What follows belongs to an exercise in optimizing a design on an open flow for small area and a short achievable clock period; a production flow would make more cautious choices.
In this exercise RTL edits were held to simulation tests only and were not proved equivalent to the original.
Power is estimated from default activity; no workload was simulated.

==> flow/design.v <==
`timescale 1ns/100ps
`default_nettype none
package snf_wdat_pkg;
    localparam int FLIT_DATA_W = 256;
    localparam int FLIT_BE_W   = 32;
    localparam int DATAID_W    = 2;
    localparam int TXNID_W     = 12;
    localparam int BEAT_W      = 128;
    localparam int BEAT_STRB_W = 16;
    localparam int LINE_W      = 2 * FLIT_DATA_W;
    localparam int LINE_STRB_W = 2 * FLIT_BE_W;
    localparam int BANKS       = LINE_W / BEAT_W;
    localparam int BANK_IDX_W  = $clog2(BANKS);
    localparam int SIZE_W = 3;
    localparam logic [SIZE_W-1:0] SIZE_LINE = 3'd6;
    typedef enum logic [3:0] {
        DAT_COPYBACK_WRDATA    = 4'h2,
        DAT_NONCOPYBACK_WRDATA = 4'h3,
        DAT_WRITEDATACANCEL    = 4'h7
    } dat_opcode_e;
endpackage
`default_nettype wire
`timescale 1ns/100ps
`default_nettype none
import snf_wdat_pkg::*;
module snf_wdat_top
#(
    parameter int NUM_ENTRIES = 4,
    localparam int IDX_W = $clog2(NUM_ENTRIES)
) (
    input  wire logic                   clk,
    input  wire logic                   rst,
    input  wire logic                   alloc_valid,
    input  wire logic [IDX_W-1:0]       alloc_idx,
    input  wire logic [5:0]             alloc_offset,
    input  wire logic [SIZE_W-1:0]      alloc_size,
    input  wire logic [BANK_IDX_W-1:0]  alloc_axlen,
    input  wire logic                   retire_valid,
    input  wire logic [IDX_W-1:0]       retire_idx,
    input  wire logic                   wr_start_valid,
    input  wire logic [IDX_W-1:0]       wr_start_idx,
    input  wire logic                   dat_valid,
    input  wire logic [TXNID_W-1:0]     dat_txnid,
    input  wire logic [3:0]             dat_opcode,
    input  wire logic [DATAID_W-1:0]    dat_dataid,
    input  wire logic [FLIT_BE_W-1:0]   dat_be,
    input  wire logic [FLIT_DATA_W-1:0] dat_data,
    output logic                        rxdat_ok,
    output logic      [IDX_W-1:0]       rxdat_ok_idx,
    output logic      [BEAT_W-1:0]      wdata,
    output logic      [BEAT_STRB_W-1:0] wstrb,
    output logic                        wlast,
    output logic                        wvalid,
    input  wire logic                   wready
);
    localparam int NE = NUM_ENTRIES;
    localparam int NS = NE * BANKS;
    logic [NE-1:0][1:0][FLIT_DATA_W-1:0] half_data;
    logic [NE-1:0][1:0][FLIT_BE_W-1:0]   half_strb;
    logic [NE-1:0][1:0]             half_vld;
    logic [NE-1:0]         line_size;    
    logic [NE-1:0]         got_one;      
    logic [NE-1:0][BANK_IDX_W-1:0] first_q;
    logic [NE-1:0][BANK_IDX_W-1:0] last_q;
    logic                  ok_q;
    logic [IDX_W-1:0]      ok_idx_q;
    logic [IDX_W-1:0]      dat_idx;
    logic                  flit_hi;
    logic                  merge_en;
    logic                  flit_done;
    assign dat_idx   = dat_txnid[IDX_W-1:0];
    assign flit_hi   = dat_dataid[1];
    assign merge_en  = dat_valid && (dat_opcode != DAT_WRITEDATACANCEL) && !dat_dataid[0];
    assign flit_done = !line_size[dat_idx] || got_one[dat_idx];
    logic [NE-1:0][1:0] half_load;    
    logic [NE-1:0][1:0] half_hit;     
    always_comb begin
        for (int i = 0; i < NE; i++) begin
            for (int h = 0; h < 2; h++) begin
                half_hit[i][h]  = dat_valid && dat_idx == IDX_W'(i) && flit_hi == h[0];
                half_load[i][h] = half_hit[i][h] && merge_en;
            end
        end
    end
    always_ff @(posedge clk) begin
        for (int i = 0; i < NE; i++) begin
            for (int h = 0; h < 2; h++) begin
                half_data[i][h] <= ({FLIT_DATA_W{half_load[i][h]}} & dat_data)
                                 | ({FLIT_DATA_W{!half_hit[i][h]}} & half_data[i][h]);
                half_strb[i][h] <= ({FLIT_BE_W{half_load[i][h]}} & dat_be)
                                 | ({FLIT_BE_W{!half_hit[i][h]}} & half_strb[i][h]);
            end
        end
    end
    always_ff @(posedge clk or posedge rst) begin
        if (rst) begin
            for (int i = 0; i < NE; i++) begin
                half_vld[i] <= '0;
                got_one[i]  <= 1'b0;
            end
        end else begin
            for (int i = 0; i < NE; i++) begin
                if (retire_valid && retire_idx == IDX_W'(i)) begin
                    half_vld[i] <= '0;
                end else if (merge_en && dat_idx == IDX_W'(i)) begin
                    half_vld[i][flit_hi] <= 1'b1;
                end
                if (dat_valid && dat_idx == IDX_W'(i)) begin
                    got_one[i] <= !flit_done;
                end
            end
        end
    end
    always_ff @(posedge clk) begin
        for (int i = 0; i < NE; i++) begin
            if (alloc_valid && alloc_idx == IDX_W'(i)) begin
                line_size[i] <= (alloc_size == SIZE_LINE);
                first_q[i]   <= alloc_offset[5:4] & ~alloc_axlen;
                last_q[i]    <= (alloc_offset[5:4] & ~alloc_axlen) + alloc_axlen;
            end
        end
    end
    always_ff @(posedge clk or posedge rst) begin
        if (rst) begin
            ok_q <= 1'b0;
        end else begin
            ok_q <= dat_valid && flit_done;
        end
    end
    always_ff @(posedge clk) begin
        ok_idx_q <= dat_idx;
    end
    assign rxdat_ok     = ok_q;
    assign rxdat_ok_idx = ok_idx_q;
    logic [NE-1:0]            qv_q;
    logic [NE-1:0][IDX_W-1:0] qs_q;
    logic [BANK_IDX_W-1:0]    bank_q;
    logic                     wlast_q;
    logic [NS-1:0]            cur_q;     
    logic [NS-1:0]            nxt_q;     
    logic [BEAT_W-1:0]        wdata_q;
    logic [BEAT_STRB_W-1:0]   wstrb_q;
    logic                     take;
    logic                     hold;
    logic                     pop;
    logic                     new_head;
    logic [NE-1:0]            sh_v;
    logic [NE-1:0][IDX_W-1:0] sh_s;
    logic [NE-1:0]            nx_v;
    logic [NE-1:0][IDX_W-1:0] nx_s;
    logic [IDX_W-1:0]         nh;
    logic [BANK_IDX_W-1:0]    nb;
    logic [BANK_IDX_W-1:0]    nb_inc;
    logic                     nlast;
    logic [NS-1:0]            bank_ok;   
    logic [NS-1:0]            first_sel;
    logic [NS-1:0]            start_sel;
    logic [NS-1:0]            nsel;
    logic [NS-1:0]            nxt_next;
    logic [BEAT_W-1:0]        nbeat;
    logic [BEAT_STRB_W-1:0]   nstrb;
    assign take     = qv_q[0] && wready;
    assign hold     = qv_q[0] && !wready;
    assign pop      = take && wlast_q;
    assign new_head = wr_start_valid && (!qv_q[0] || (pop && !qv_q[1]));
    always_comb begin
        for (int s = 0; s < NS; s++) begin
            bank_ok[s]   = half_vld[s / BANKS][(s % BANKS) / 2];
            first_sel[s] = (first_q[s / BANKS] == BANK_IDX_W'(s % BANKS)) && bank_ok[s];
            start_sel[s] = (wr_start_idx == IDX_W'(s / BANKS)) && first_sel[s];
        end
    end
    assign nsel = ({NS{hold}} & cur_q) | ({NS{take}} & nxt_q) | ({NS{new_head}} & start_sel);
    always_comb begin
        for (int k = 0; k < NE; k++) begin
            if (pop) begin
                sh_v[k] = (k + 1 < NE) ? qv_q[(k + 1) % NE] : 1'b0;
                sh_s[k] = qs_q[(k + 1) % NE];
            end else begin
                sh_v[k] = qv_q[k];
                sh_s[k] = qs_q[k];
            end
        end
        for (int k = 0; k < NE; k++) begin
            nx_v[k] = sh_v[k];
            nx_s[k] = sh_s[k];
            if (wr_start_valid && !sh_v[k] && (k == 0 || sh_v[(k + NE - 1) % NE])) begin
                nx_v[k] = 1'b1;
                nx_s[k] = wr_start_idx;
            end
        end
        nh = nx_s[0];
        if (!qv_q[0] || pop) begin
            nb    = first_q[nh];
            nlast = (first_q[nh] == last_q[nh]);
        end else if (wready) begin
            nb    = bank_q + 1'b1;
            nlast = ((bank_q + 1'b1) == last_q[nh]);
        end else begin
            nb    = bank_q;
            nlast = wlast_q;
        end
        nb_inc = nb + 1'b1;
        for (int s = 0; s < NS; s++) begin
            if (nlast) begin
                nxt_next[s] = nx_v[1] && (nx_s[1] == IDX_W'(s / BANKS)) && first_sel[s];
            end else begin
                nxt_next[s] = (nh == IDX_W'(s / BANKS)) && (nb_inc == BANK_IDX_W'(s % BANKS))
                              && bank_ok[s];
            end
        end
    end
    always_ff @(posedge clk or posedge rst) begin
        if (rst) begin
            qv_q <= '0;
        end else begin
            qv_q <= nx_v;
        end
    end
    always_ff @(posedge clk) begin
        qs_q    <= nx_s;
        bank_q  <= nb;
        wlast_q <= nlast;
        cur_q   <= nsel;
        nxt_q   <= nxt_next;
        wdata_q <= nbeat;
        wstrb_q <= nstrb;
    end
    always_comb begin
        nbeat = '0;
        nstrb = '0;
        for (int s = 0; s < NS; s++) begin
            nbeat = nbeat | ({BEAT_W{nsel[s]}}
                    & half_data[s / BANKS][(s % BANKS) / 2][((s % BANKS) % 2) * BEAT_W +: BEAT_W]);
            nstrb = nstrb | ({BEAT_STRB_W{nsel[s]}}
                    & half_strb[s / BANKS][(s % BANKS) / 2][((s % BANKS) % 2) * BEAT_STRB_W +: BEAT_STRB_W]);
        end
    end
    assign wdata  = wdata_q;
    assign wstrb  = wstrb_q;
    assign wvalid = qv_q[0];
    assign wlast  = wlast_q;
endmodule
`default_nettype wire
==> flow/config.mk <==
export PLATFORM = sky130hd
export DESIGN_NAME = snf_wdat_top
export DESIGN_NICKNAME = snf_wdat_top
export VERILOG_FILES = /design/flow/design.v
export SDC_FILE = /design/flow/constraint.sdc
export NUM_CORES = 4
export LEC_CHECK = 0
export CAP_MARGIN = 20
export CORE_MARGIN = 2
export CORE_UTILIZATION = 40
export CTS_CLUSTER_DIAMETER = 60
export CTS_CLUSTER_SIZE = 30
export SETUP_SLACK_MARGIN = 3.8
export SLEW_MARGIN = 20
==> flow/constraint.sdc <==
create_clock -name core_clock -period 7.0 [get_ports {clk}]
set_input_delay 1.4000 -clock core_clock [delete_from_list [all_inputs] [get_ports {clk}]]
set_output_delay 1.4000 -clock core_clock [all_outputs]
set_load 0.01 [all_outputs]
standard.sh (not shown) runs the stock make flow with config.mk's settings and CLKGATE_MAP_FILE= SYNTH_SCRIPT=/design/flow/synth_recipe.tcl, a recipe that flattens the netlist after the stock synthesis.
==> flow/flow/run.sh <==
#!/bin/bash
# Standard layout, with plain buffers on the ports in place of the
# default delay-cell buffers.
set -euo pipefail
bash standard.sh "BUFFER_PORTS_ARGS=-buffer_cell sky130_fd_sc_hd__buf_2" finish > standard.log 2>&1
Then changed:
==> flow/run.sh (new file) <==
#!/bin/bash
# synth_recipe.tcl (not shown) runs the flow's synth.tcl, then flattens the netlist and writes it again
# the make line also repeats each setting of config.mk as NAME=value (left out here)
make -C /OpenROAD-flow-scripts/flow DESIGN_CONFIG=/design/flow/config.mk WORK_HOME=/design/flow/orfs CLKGATE_MAP_FILE= SYNTH_SCRIPT=/design/flow/synth_recipe.tcl finish
CTS_CLUSTER_DIAMETER = unset   (was 60)
CTS_CLUSTER_SIZE = unset   (was 30)
removed: flow/flow/run.sh
removed: flow/standard.sh
Final cell count came out higher by 2.0%.
Core utilization came out higher by 2.8 points.
Sequential power barely changes.
Setup slack gets better by 0.047 ns.
Via count came out higher by 1.1%.
Sequential share of layout area came out lower by 3.0 points.
First-iteration DRC count came out higher by 10%.
Routed wire length came out higher by 2.3%.

-- static timing again, ports no longer ideal --
How much do the figures lean on ideal ports? The routed layouts below were timed once more, with nothing changed but the port constraints.
Step 1 sets driving cells, clkbuf_16 on the clock port and buf_2 on the other inputs (assumed; they add their load-dependent delay and slew).
Step 2, shift: input delay + t, output delay - t, t = (earliest + latest rising clock arrival at the registers) / 2. This alone moves slack from input paths to output paths.
Slacks: no drivers / after step 1 / after step 2; pairs: no drivers / after step 1.
run	t, ns	slack for setup (ns)	hold WS [ns]	worst register clock-pin slew, ns
the first run	0.941	3.668 / 3.689 / 2.748	0.472 / 0.472 / 0.472	0.11 / 0.11
the second run	1.011	3.714 / 3.757 / 2.747	0.470 / 0.470 / 0.470	0.07 / 0.07
After both steps setup and hold are still met in every run listed. For the second run, which loses most, drivers alone change the setup slack by +0.043 ns; drivers and shift together by -0.967 ns.
